Source: an optimization exercise on an open RTL-to-GDS flow (aim: small area and a short achievable clock period). Production flows keep margins and buffers that such runs may drop. RTL that was checked went through simulation tests only; none was proved equivalent to the original. Function not checked in run 4: the RTL went through the layout flow alone. Power figures rest on the tool's default switching activity, not on a simulated workload.

## flow/design.v (module list and top-level ports; edited modules follow where they fit)
// module fused_mult_top: 2082 lines
// module fm_reg: 9 lines
// module fm_fa: 10 lines
// module fm_ha: 9 lines
// module fm_hai: 9 lines
module fused_mult_top (
	input  logic                     clk,
	input  logic                     reset,
	input  fused_mult_pkg::operand_t a,
	input  fused_mult_pkg::operand_t b,
	input  logic                     a_sign,
	input  logic                     b_sign,
	input  fused_mult_pkg::mode_t    mode,
	output fused_mult_pkg::result_t  result
);
  // ...
==> flow/flow/run.sh <==
#!/bin/bash
# The standard layout (the standard.sh, unchanged synthesis and steps),
# with plain buf_2 cells as the port buffers instead of the resizer's
# default pick (a clock delay buffer).
export BUFFER_PORTS_ARGS="-buffer_cell sky130_fd_sc_hd__buf_2"
bash standard.sh > standard.log 2>&1
==> flow/standard.sh <==
#!/bin/bash
# synth_recipe.tcl (not shown) runs the flow's synth.tcl, then flattens the netlist and writes it again
# the make line also repeats each setting of config.mk as NAME=value (left out here)
make -C /OpenROAD-flow-scripts/flow DESIGN_CONFIG=/design/flow/config.mk WORK_HOME=/design/flow/orfs CLKGATE_MAP_FILE= SYNTH_SCRIPT=/design/flow/synth_recipe.tcl "${@:-finish}"
==> flow/config.mk <==
export PLATFORM = sky130hd
export DESIGN_NAME = fused_mult_top
export DESIGN_NICKNAME = fused_mult_top
export VERILOG_FILES = /design/flow/design.v
export SDC_FILE = /design/flow/constraint.sdc
export NUM_CORES = 4
export LEC_CHECK = 0
export CAP_MARGIN = 20
export CORE_MARGIN = 2
export CORE_UTILIZATION = 40
export CTS_CLUSTER_DIAMETER = 100
export CTS_CLUSTER_SIZE = 30
export PLACE_DENSITY = 0.6
export SETUP_SLACK_MARGIN = 5
export SLEW_MARGIN = 20
export SYNTH_HIERARCHICAL = 1
export SYNTH_MINIMUM_KEEP_SIZE = 0
==> flow/constraint.sdc <==
create_clock -name core_clock -period 11.0 [get_ports {clk}]
set_input_delay 2.2000 -clock core_clock [delete_from_list [all_inputs] [get_ports {clk}]]
set_output_delay 2.2000 -clock core_clock [all_outputs]
set_load 0.01 [all_outputs]
==> impl_metrics.py, run 1 <==
metrics = {
    "global_routing": {
        "antenna_found_initial": 1,
    },
    "cts": {
        "clk-insertion-delay-late_ns": 0.55,
        "cts_buffers": 17,
        "clock-sinks": 268,
        "ctsHoldBuffers": 0,
        "clockRootBuffer": "clkbuf_16",
    },
    "critical_path": {
        "cpMostUsedCell": "o211ai_1",
        "path_class": "flip-flop to output port",
        "crit_start": "row_q[0][0]$_DFF_P_",
        "end_kind": "output port",
        "cp-endpoint": "result[44]",
        "crit_chain": "ha_4, inv_2, fa_2, and2b_2, o211ai_1, a211o_1, a21oi_2, o211ai_1, a2111oi_4, o21ai_1, o31ai_2, buf_2",
        "worstPathArrival_ns": 3.77,
        "critPathSlowestCell": "a2111oi_4",
    },
    "routing": {
        "routed_via_density": 5.872,
        "wl_met1_um": 44100,
        "wire_per_inst_um": 28.37,
        "wl_met2_um": 47740,
    },
    "timing": {
        "finalMaxSlewViolations": 0,
        "skew_ns": 0.02338,
    },
    "yosys": {
        "synth_top_flop_cell": "dfxtp_1",
        "synthSimpleGateAreaFrac_pct": 17.67,
        "synth_fp_nets": 3455,
        "synth-edff-count": 0,
        "synth.distinct_cells": 62,
        "syn_inst": 2718,
        "yosysWarnings": 15,
    },
    "finish": {
        "diodes": 1,
        "regArea_sq_um": 5667,
        "multi_input_area_share_pct": 71.54,
    },
    "flow_run": {
        "drv_cap": 0,
    },
    "outcome": {
        "status": "finished clean",
    },
    "power": {
        "vdd_drop_max_v": 0.0003153,
    },
    "place": {
        "port_buffers": 158,
        "placed_cell_area_sq_um": 29810,
    },
}
==> run 2, diff against run 1 <==
--- a/flow/config.mk
+++ b/flow/config.mk
@@ -8,8 +8,6 @@
 export CAP_MARGIN = 20
 export CORE_MARGIN = 2
 export CORE_UTILIZATION = 40
-export CTS_CLUSTER_DIAMETER = 100
-export CTS_CLUSTER_SIZE = 30
 export PLACE_DENSITY = 0.6
 export SETUP_SLACK_MARGIN = 5
 export SLEW_MARGIN = 20
==> impl_metrics.py, run 2 <==
metrics = {
    "outcome": {
        "status": "finished clean",
    },
    "yosys": {
        "synth.distinct_cells": 62,
        "synth_fp_nets": 3455,
        "async_flop_share_pct": 0,
        "synth_top_area_share_pct": 37.11,
        "yosysSeqAreaShare_pct": 18.91,
        "synth_top_flop_cell": "dfxtp_1",
        "ys_top_cells_by_area": "fa_1 37%, dfxtp_1 19%, xnor2_1 7.1%",
        "synth-edff-count": 0,
        "synth_top_area_cell": "fa_1",
        "synth_common_cells": "526 x fa_1, 268 x dfxtp_1, 267 x and3_1, 236 x nand2_1, 229 x xnor2_1",
        "yosysWarnings": 15,
        "ys_seq_elements": 268,
        "syn_inst": 2718,
        "synthesis.area_sq_um": 28370,
        "yosysMostFrequentCell": "fa_1",
        "avgSynthCellArea_sq_um": 10.44,
    },
    "timing": {
        "rsz0062_at_grt": "yes",
        "timing.final.crit_period_ns": 5.954,
        "finalCritPeriodShare_pct": 54.13,
        "finalMaxSlewViolations": 0,
        "worstMarginPinSlew_ns": 1.077,
        "fin_ws_ns": 5.046,
        "fmax_mhz": 167.9,
        "skew_ns": 0.02256,
        "relSlewSlack_pct": 28.20,
        "hold_viol": 0,
        "fin_setup_tns_ns": 0,
        "finalSetupViolCount": 0,
    },
    "power": {
        "leakagePower_nw": 14.41,
        "cellPowerDensity_nw_per_um2": 344.3,
        "vdd_drop_max_v": 0.0003154,
    },
    "cts": {
        "clk-insertion-delay-late_ns": 0.59,
        "cts.clk_slew.worst_paths_ns": 0.07,
        "cts_buffers": 30,
        "clockRootBuffer": "clkbuf_16",
        "clk_path_buf_depth": 3,
        "cts_tree": "yes",
        "htree_num_levels": 1,
        "clock-sinks": 268,
    },
    "critical_path": {
        "crit_start": "row_q[0][0]$_DFF_P_",
        "end_kind": "output port",
        "crit_fanout": 4,
        "path_class": "flip-flop to output port",
        "cp.required_ns": 8.80,
        "start_kind": "flip-flop",
        "r2r_start": "aq[25]$_DFF_P_",
        "worstPathArrival_ns": 3.75,
    },
    "floorplan": {
        "io_pins": 159,
        "placeableCoreArea_sq_um": 70150,
        "die_x_um": 270.3,
        "rows": 97,
        "dieArea_sq_um": 73080,
        "die_y_um": 270.3,
        "initial_utilization_pct": 40.45,
    },
    "routing": {
        "routed_wl_um": 105200,
        "drc": 0,
        "vias": 21900,
        "routed_via_density": 5.867,
        "ant_nets": 0,
        "wire_per_inst_um": 28.19,
        "drt_pass1_iterations": 6,
        "first_iter_violations": 2281,
    },
    "global_routing": {
        "grt_max_degree": 106,
        "grt_pass1_vias": 22682,
        "track_usage_pct": 28.15,
        "grt_first_pass_wirelength_um": 152700,
        "antenna_found_initial": 1,
        "grt_overflow": 0,
    },
    "finish": {
        "mostFrequentLayoutCell": "fa_1",
        "layout-drive-gt1-share_pct": 15.83,
        "reg_top3": "row_q: 90 flops, aq: 54 flops, bq: 54 flops",
        "area_growth_pct": 11.05,
        "regMostFlops": "row_q",
        "fillers": 6640,
        "diodes": 0,
        "fin_nets": 3506,
        "final_cell_mix": "507 x fa_1, 267 x and3_1, 236 x nand2_1, 225 x xnor2_1, 170 x nand3_1",
        "largest_reg_flops": 90,
    },
    "place": {
        "place_hpwl_um": 83890,
        "place_congestion": 0.9790,
        "port_buffers": 158,
        "place_ws_ns": 4.454,
    },
    "flow_run": {
        "drv_cap": 0,
    },
    "min_path": {
        "hold_path_class": "flip-flop to flip-flop",
        "min_from": "rst_q$_DFF_P_",
    },
}
-- run 2: cell counts after synthesis --
Identical to the previous run, type by type.
-- run 2: final timing paths --
kind | to | slack [ns] | cells past startpoint
worst max-delay path | result[44] | 5.05 | 13
worst min-delay path | zero_q$_DFF_P_ | 0.42 | 1
worst max register to register | row_q[1][12]$_DFF_P_ | 5.05 | 13
worst min register to register | zero_q$_DFF_P_ | 0.42 | 1
-- run 2: stage by stage --
stage | utilization, % | instance area (sq um) | power (mW) | std cells | hold slack, ns
2_1_floorplan | - | 28380 | 6.422 | 2718 | 0.3925
3_3_place_gp | 42.49 | 29810 | 9.385 | 3657 | 0.3992
3_5_place_dp | 42.49 | 29810 | 9.568 | 3657 | 0.4055
4_1_cts | 44.31 | 31080 | 10.67 | 3716 | 0.4199
5_1_grt | 44.92 | 31510 | 11.61 | 3733 | 0.4261
6_report | 44.92 | 31510 | 10.85 | 3733 | 0.4151
-- run 2: per-module statistics from Yosys (local to each module, per instance), excerpt --
module | times used | cell area [sq um] | flip-flops and latches | cells
fused_mult_top | 1 | 15840 | 200 | 2072
fm_fa | 525 | 20.02 | 0 | 1
fm_ha | 53 | 12.51 | 0 | 1
-- run 2: what timing repair did --
item,in CTS,in global routing
pin swaps,1,16
resized for setup,116,99
setup buffers,3,16
hold buffers,0,0
setup endpoints to repair,29,29
-- run 2: per-layer routing --
layer,global-route usage [%],vias up,wire [um]
li1,-,9370,-
met4,10.92,0,5184
met2,44.80,1243,47480
met1,38.75,11077,44020
met5,0,-,0
met3,4.214,210,8533
-- run 2: layout make-up --
class	instances	area (sq um)	share of cell area [%]
Timing Repair Buffer	193	1157	3.673
Multi-Input combinational cell	2245	22400	71.07
Clock inverter	19	212.7	0.6750
Inverter	31	116.4	0.3693
Sequential cell	268	5635	17.88
Tap cell	940	1176	3.733
Clock buffer	37	817.0	2.593
-- run 2: cells by family after synthesis --
logic type | after synthesis | synth area share [%]
flip-flops | 268 | 18.91
multiplexers | 67 | 3.611
adder cells (fa/ha/maj) | 623 | 41.39
XOR/XNOR | 241 | 7.439
AND/OR/NAND/NOR | 967 | 17.67
buffers and inverters | 205 | 2.725
AO/OA/AOI/OAI | 347 | 8.259
-- run 2: critical path: stages (launching register included) --
cell and delay [ns]:
dfxtp_2 0.35, ha_4 0.13, inv_2 0.04, fa_2 0.34, and2b_2 0.24, o211ai_1 0.20
a211o_1 0.40, a21oi_2 0.22, o211ai_1 0.14, buf_4 0.20, a2111oi_4 0.44, o21ai_1 0.15
o31ai_2 0.10, buf_2 0.21
-- run 2: power by group --
group | switching, mW | total, mW | internal, mW
registers | 0.253 | 1.56 | 1.31
logic | 4.77 | 8.25 | 3.48
clock network | 0.430 | 1.03 | 0.603
total | 5.46 | 10.9 | 5.39
==> run 3, diff against run 2 <==
==> flow/flow/run.sh (replaced) <==
#!/bin/bash
export BUFFER_PORTS_ARGS="-buffer_cell sky130_fd_sc_hd__buf_2"
bash standard.sh SETUP_SLACK_MARGIN=6 finish > standard.log 2>&1
==> impl_metrics.py, run 3 <==
metrics = {
    "outcome": {
        "status": "finished clean",
    },
    "yosys": {
        "avgSynthCellArea_sq_um": 10.44,
        "synthesis.area_sq_um": 28370,
        "ys_seq_elements": 268,
        "ys_top_cells_by_area": "fa_1 37%, dfxtp_1 19%, xnor2_1 7.1%",
        "synth_fp_nets": 3455,
        "yosysMostFrequentCell": "fa_1",
        "synth_common_cells": "526 x fa_1, 268 x dfxtp_1, 267 x and3_1, 236 x nand2_1, 229 x xnor2_1",
        "synth_top_area_cell": "fa_1",
        "synth_top_area_share_pct": 37.11,
        "synth-edff-count": 0,
        "syn_inst": 2718,
        "async_flop_share_pct": 0,
        "yosysSeqAreaShare_pct": 18.91,
        "synth_top_flop_cell": "dfxtp_1",
        "synth.distinct_cells": 62,
        "yosysWarnings": 15,
    },
    "power": {
        "netSwitchingPower_mw": 5.956,
        "clkPwrFrac_pct": 7.6,
        "p_sw_share_pct": 48.11,
        "combinationalPowerShare_pct": 79.7,
        "intPower_mw": 6.424,
        "vdd_drop_max_v": 0.0003396,
        "cellPowerDensity_nw_per_um2": 359.3,
        "seqPwrFrac_pct": 12.7,
        "leakagePower_nw": 15.21,
    },
    "cts": {
        "ctsHoldBuffers": 0,
        "cts_buffers": 28,
        "clk_path_buf_depth": 3,
        "cts.clk_slew.worst_paths_ns": 0.06,
        "cts_tree": "yes",
        "clockRootBuffer": "clkbuf_16",
        "htree_num_levels": 1,
        "clock-sinks": 268,
        "clk-insertion-delay-late_ns": 0.58,
    },
    "place": {
        "placed_cell_area_sq_um": 30260,
        "port_buffers": 158,
        "place_congestion": 0.9776,
        "place_hpwl_um": 83310,
    },
    "floorplan": {
        "dieArea_sq_um": 73080,
        "io_pins": 159,
        "die_x_um": 270.3,
        "initial_utilization_pct": 40.45,
        "die_y_um": 270.3,
        "placeableCoreArea_sq_um": 70150,
        "rows": 97,
    },
    "routing": {
        "wire_per_inst_um": 28.46,
        "routed_via_density": 5.948,
        "ant_nets": 0,
        "first_iter_violations": 2397,
        "drt_pass1_iterations": 5,
        "routed_wl_um": 109700,
        "vias": 22925,
        "drc": 0,
    },
    "timing": {
        "finalCritPeriodShare_pct": 52.91,
        "fmax_mhz": 171.8,
        "fin_setup_tns_ns": 0,
        "worstMarginPinSlew_ns": 1.099,
        "finalMaxSlewViolations": 0,
        "timing.final.crit_period_ns": 5.820,
        "finalSetupViolCount": 0,
        "relSlewSlack_pct": 26.60,
        "hold_viol": 0,
        "rsz0062_at_grt": "yes",
        "hold_slack_ns": 0.4170,
        "skew_ns": 0.01495,
    },
    "critical_path": {
        "start_kind": "flip-flop",
        "crit_fanout": 7,
        "end_kind": "flip-flop",
        "worstPathArrival_ns": 6.27,
        "path_class": "flip-flop to flip-flop",
        "cp.required_ns": 11.45,
    },
    "finish": {
        "reg_top3": "row_q: 90 flops, aq: 54 flops, bq: 54 flops",
        "area_growth_pct": 21.43,
        "regMostFlops": "row_q",
        "final_util_pct": 49.12,
        "largest_reg_flops": 90,
        "final_cell_mix": "333 x fa_1, 250 x and3_1, 229 x nand2_1, 193 x fa_2, 186 x xnor2_1",
        "layout-drive-gt1-share_pct": 31.01,
        "fin_nets": 3627,
        "mostFrequentLayoutCell": "fa_1",
        "finalInstanceArea_sq_um": 34450,
    },
    "global_routing": {
        "antenna_found_initial": 4,
        "grt_max_degree": 80,
        "grt_first_pass_wirelength_um": 158800,
        "grt_overflow": 0,
        "track_usage_pct": 29.27,
        "grt_pass1_vias": 23879,
    },
    "min_path": {
        "hold_path_class": "flip-flop to flip-flop",
    },
    "flow_run": {
        "drv_cap": 0,
    },
}
run 3: power by group through the flow:
stage / Clock, mW / Combinational, mW / Sequential, mW
after floorplan: 0 / 5.28 / 1.41
after global placement: 0 / 8.20 / 1.58
after detailed placement: 0 / 8.41 / 1.58
after CTS: 0.966 / 9.39 / 1.56
after global routing: 0.997 / 10.6 / 1.59
final: 0.947 / 9.86 / 1.57
run 3: routing by layer:
layer,wire [um],track usage (%)
met1,45100,40.17
met2,49250,45.97
met5,22,0
met4,5221,11.70
met3,10110,5.174
run 3: repair_timing:
item	in CTS	in global routing
gates resized for setup	493	91
buffers inserted	102	36
gates cloned	4	0
setup endpoints to repair	96	79
pin swaps	120	76
run 3: final timing paths:
kind / start / to / slack, ns / cells after the start
worst min-delay path: rst_q$_DFF_P_ / zero_q$_DFF_P_ / 0.42 / 1
worst max register to register: aq[32]$_DFF_P_ / row_q[1][7]$_DFF_P_ / 5.18 / 12
worst max-delay path: aq[32]$_DFF_P_ / row_q[1][7]$_DFF_P_ / 5.18 / 12
worst min register to register: rst_q$_DFF_P_ / zero_q$_DFF_P_ / 0.42 / 1
run 3: stage by stage:
step / setup slack [ns] / cells / power, mW
floorplan: 5.547 / 2718 / 6.686
global placement: 4.786 / 3657 / 9.781
detailed placement: 4.694 / 3657 / 9.987
CTS: 5.234 / 3815 / 11.92
global route: 5.102 / 3852 / 13.20
finish: 5.180 / 3854 / 12.38
run 3: critical path, cell delays in order, from the launching register on:
cell and delay (ns):
dfxtp_4 0.40, and3_4 0.20, fa_1 0.56, fa_1 0.46, fa_2 0.55, fa_2 0.44
fa_2 0.36, fa_2 0.63, a22o_1 0.24, fa_2 0.48, fa_2 0.39, fa_2 0.55
fa_2 0.42
run 3: kinds of logic (layout without fill, tap and decap cells):
logic type               after synthesis  after routing  share of synthesized area [%]
AO/OA/AOI/OAI                        347            347                          8.259
XOR/XNOR                             241            241                          7.439
adder cells (fa/ha/maj)              623            623                          41.39
buffers and inverters                205            399                          2.725
flip-flops                           268            268                          18.91
multiplexers                          67             67                          3.611
other                                  0              2                              0
AND/OR/NAND/NOR                      967            967                          17.67
run 3: cell type report:
cell class,count,area [sq um]
Fill cell,6436,35700
Inverter,31,116.4
Multi-Input combinational cell,2245,23880
Tap cell,940,1176
Antenna cell,2,5.005
Sequential cell,268,5759
Clock inverter,17,173.9
Clock buffer,35,757.0
Timing Repair Buffer,316,2582
run 3: Yosys stat by module, one instance, submodules excluded, a selection:
module | times used | flip-flops and latches | cells | area (sq um)
fm_fa | 525 | 0 | 1 | 20.02
fm_ha | 53 | 0 | 1 | 12.51
fused_mult_top | 1 | 200 | 2072 | 15840
==> run 4, diff against run 3 <==
--- a/flow/design.v
+++ b/flow/design.v
@@ -2118,13 +2118,4 @@
 	assign s  = a ^ b;
 	assign co = a & b;
 endmodule
-module fm_hai (
-	input  logic a,
-	input  logic b,
-	output logic s,
-	output logic co
-);
-	assign s  = ~(a ^ b);
-	assign co = a | b;
-endmodule
 `default_nettype wire
==> flow/flow/run.sh (replaced) <==
#!/bin/bash
# The standard layout (the standard.sh, unchanged synthesis and steps),
# with plain buf_1 cells as the port buffers instead of the resizer's
# default pick (a clock delay buffer).
export BUFFER_PORTS_ARGS="-buffer_cell sky130_fd_sc_hd__buf_1"
bash standard.sh > standard.log 2>&1
--- a/flow/config.mk
+++ b/flow/config.mk
@@ -8,6 +8,8 @@
 export CAP_MARGIN = 20
 export CORE_MARGIN = 2
 export CORE_UTILIZATION = 40
+export CTS_CLUSTER_DIAMETER = 100
+export CTS_CLUSTER_SIZE = 30
 export PLACE_DENSITY = 0.6
 export SETUP_SLACK_MARGIN = 5
 export SLEW_MARGIN = 20
==> impl_metrics.py, run 4 <==
metrics = {
    "finish": {
        "area_growth_pct": 9.114,
        "regMostFlops": "row_q",
        "reg_top3": "row_q: 90 flops, aq: 54 flops, bq: 54 flops",
        "largest_reg_flops": 90,
        "final_cell_mix": "511 x fa_1, 267 x and3_1, 236 x nand2_1, 225 x xnor2_1, 169 x nand3_1",
        "fillers": 6735,
        "fin_nets": 3496,
        "layout-drive-gt1-share_pct": 9.754,
        "mostFrequentLayoutCell": "fa_1",
    },
    "routing": {
        "drc": 0,
        "ant_nets": 0,
        "routed_wl_um": 107200,
        "drt_pass1_iterations": 7,
        "vias": 21963,
        "wire_per_inst_um": 28.90,
        "first_iter_violations": 2212,
        "routed_via_density": 5.922,
    },
    "timing": {
        "hold_viol": 0,
        "timing.final.crit_period_ns": 5.983,
        "worstMarginPinSlew_ns": 1.080,
        "finalCritPeriodShare_pct": 54.39,
        "finalMaxSlewViolations": 0,
        "relSlewSlack_pct": 27.90,
        "fmax_mhz": 167.1,
        "fin_ws_ns": 5.017,
        "skew_ns": 0.01894,
        "fin_setup_tns_ns": 0,
        "rsz0062_at_grt": "yes",
        "finalSetupViolCount": 0,
    },
    "yosys": {
        "synth_top_area_share_pct": 37.11,
        "synth_top_flop_cell": "dfxtp_1",
        "ys_seq_elements": 268,
        "synth-edff-count": 0,
        "synth_fp_nets": 3455,
        "ys_top_cells_by_area": "fa_1 37%, dfxtp_1 19%, xnor2_1 7.1%",
        "synth.distinct_cells": 62,
        "yosysSeqAreaShare_pct": 18.91,
        "synth_top_area_cell": "fa_1",
        "synth_common_cells": "526 x fa_1, 268 x dfxtp_1, 267 x and3_1, 236 x nand2_1, 229 x xnor2_1",
        "yosysMostFrequentCell": "fa_1",
        "async_flop_share_pct": 0,
        "yosysWarnings": 15,
        "synthesis.area_sq_um": 28370,
        "avgSynthCellArea_sq_um": 10.44,
        "syn_inst": 2718,
    },
    "cts": {
        "clockRootBuffer": "clkbuf_16",
        "cts_tree": "yes",
        "clk-insertion-delay-late_ns": 0.55,
        "htree_num_levels": 1,
        "clk_path_buf_depth": 3,
        "cts_buffers": 16,
        "clock-sinks": 268,
        "cts.clk_slew.worst_paths_ns": 0.11,
    },
    "critical_path": {
        "path_class": "flip-flop to flip-flop",
        "reg2reg_depth": 13,
        "crit_fanout": 9,
        "r2r_start": "bq[21]$_DFF_P_",
        "cp.required_ns": 11.43,
        "r2r_slack_ns": 5.02,
        "r2r_end": "row_q[1][12]$_DFF_P_",
        "worstPathArrival_ns": 6.41,
        "end_kind": "flip-flop",
        "start_kind": "flip-flop",
    },
    "global_routing": {
        "grt_max_degree": 106,
        "antenna_found_initial": 5,
        "grt_overflow": 0,
        "grt_pass1_vias": 22563,
        "grt_first_pass_wirelength_um": 154200,
        "track_usage_pct": 28.58,
    },
    "floorplan": {
        "initial_utilization_pct": 40.45,
        "die_y_um": 270.3,
        "die_x_um": 270.3,
        "dieArea_sq_um": 73080,
        "io_pins": 159,
        "rows": 97,
        "placeableCoreArea_sq_um": 70150,
    },
    "place": {
        "port_buffers": 158,
        "place_hpwl_um": 85850,
        "place_congestion": 0.9753,
        "place_ws_ns": 4.436,
    },
    "power": {
        "cellPowerDensity_nw_per_um2": 341.0,
        "p_sw_share_pct": 51.65,
        "leakagePower_nw": 13.75,
        "clkPwrFrac_pct": 6.8,
        "netSwitchingPower_mw": 5.454,
        "vdd_drop_max_v": 0.0002947,
        "seqPwrFrac_pct": 14.8,
        "combinationalPowerShare_pct": 78.4,
        "total_power_mw": 10.56,
        "intPower_mw": 5.105,
    },
    "min_path": {
        "worstHoldPathCells": 1,
        "min_from": "rst_q$_DFF_P_",
        "hold_path_class": "flip-flop to flip-flop",
        "worstHoldEndpoint": "zero_q$_DFF_P_",
    },
    "outcome": {
        "status": "finished clean",
    },
    "flow_run": {
        "drv_cap": 0,
    },
}
[run 4: critical path, stage by stage (launching register included)]
cell and delay (ns):
dfxtp_2 0.57, nand3_1 0.14, xnor2_1 0.19, fa_1 0.50, fa_1 0.47, fa_1 0.58
fa_1 0.44, fa_1 0.57, a22o_1 0.32, fa_1 0.40, fa_1 0.40, fa_2 0.37
fa_1 0.51, fa_1 0.41
[run 4: modules after synthesis (local to each module, per instance), excerpt]
module	cell area, sq um	flip-flops and latches	times used	cells
fm_ha	12.51	0	53	1
fused_mult_top	15840	200	1	2072
fm_fa	20.02	0	525	1
[run 4: how the worst max path moves through the flow]
stage                              from                    to  cells after the start
floorplan           u_ctl0.q[6]$_DFF_P_   row_q[1][6]$_DFF_P_                     14
global placement    u_ctl0.q[8]$_DFF_P_   row_q[1][8]$_DFF_P_                     13
detailed placement  u_ctl0.q[2]$_DFF_P_  row_q[1][12]$_DFF_P_                     14
CTS                 u_ctl0.q[1]$_DFF_P_  row_q[1][12]$_DFF_P_                     14
global route             bq[21]$_DFF_P_  row_q[1][12]$_DFF_P_                     13
finish                   bq[21]$_DFF_P_  row_q[1][12]$_DFF_P_                     13
[run 4: repair_timing]
action | in CTS | in global routing
pin swaps | 0 | 15
endpoints found under the setup margin | 28 | 30
resized for setup | 131 | 100
hold buffers | 0 | 0
cloned | 0 | 0
buffers inserted | 3 | 19
[run 4: area by class of cell]
class	instances	area (sq um)	area share (%)
multi-input combinational	2245	22410	72.39
inverter	31	116.4	0.3758
clock buffer	16	400.4	1.293
tap	940	1176	3.799
sequential	268	5662	18.29
clock inverter	11	186.4	0.6021
antenna	1	2.502	0.008082
timing repair buffer	197	1003	3.241
[run 4: per-layer routing]
layer / track usage (%) / vias to the layer above / share of wire [%]
met5: 0 / - / 0
met2: 45.89 / 1317 / 45
met4: 10.56 / 0 / 4.7
met1: 39.76 / 11124 / 42
met3: 3.432 / 198 / 8.2
li1: - / 9324 / -
[run 4: power by group through the flow]
stage          clock [mW]  sequential, mW  combinational [mW]
6_report            0.721            1.56                8.28
2_1_floorplan           0            1.41                5.02
5_1_grt             0.771            1.58                9.03
3_5_place_dp            0            1.57                8.07
3_3_place_gp            0            1.57                7.90
4_1_cts             0.740            1.55                8.09
[run 4: cell families (layout without fill, tap and decap cells)]
| kind of cell | count (synthesis) | after routing | share of synthesized area, % |
|---|---|---|---|
| compound gates | 347 | 347 | 8.259 |
| xor+xnor | 241 | 241 | 7.439 |
| fa+ha+maj | 623 | 623 | 41.39 |
| buf+inv | 205 | 255 | 2.725 |
| flops | 268 | 268 | 18.91 |
| mux | 67 | 67 | 3.611 |
| other cells | 0 | 1 | 0 |
| simple gates | 967 | 967 | 17.67 |
[run 4: per-stage QoR]
step / utilization [%] / hold WS, ns / area [sq um] / cells
after global routing: 44.13 / 0.4623 / 30960 / 3708
after floorplan: - / 0.3925 / 28380 / 2718
final: 44.14 / 0.4245 / 30960 / 3709
after detailed placement: 42.22 / 0.3997 / 29620 / 3658
after CTS: 43.40 / 0.4249 / 30440 / 3688
after global placement: 42.22 / 0.4013 / 29620 / 3658

afterwards: timing with drivers on the ports:
Ports are ideal in the flow. The routed layouts listed here were re-timed in OpenROAD. Step 1, drivers: a clkbuf_16 drives clk and a buf_2 each remaining input, both assumed. Step 2 moves the port delays by t, midway between the first and last clock arrival at a register: inputs arrive t later, outputs are due t later. That takes back most of the time a late clock gives input paths. Three values: ideal ports, drivers, drivers and shift; two values: the first two.
run	t (ns)	slack for setup (ns)	hold slack, ns	worst setup path at the end	cell pins on the clock port's net
run 1	0.601	5.032 / 4.972 / 5.071	0.426 / 0.426 / 0.426	register to register	1
run 2	0.639	5.046 / 4.985 / 5.053	0.415 / 0.415 / 0.415	register to register	1
run 3	0.633	5.180 / 5.180 / 5.180	0.417 / 0.417 / 0.417	register to register	1
run 4	0.597	5.017 / 5.017 / 5.017	0.424 / 0.424 / 0.424	register to register	1
After both steps setup and hold are still met in every run listed.
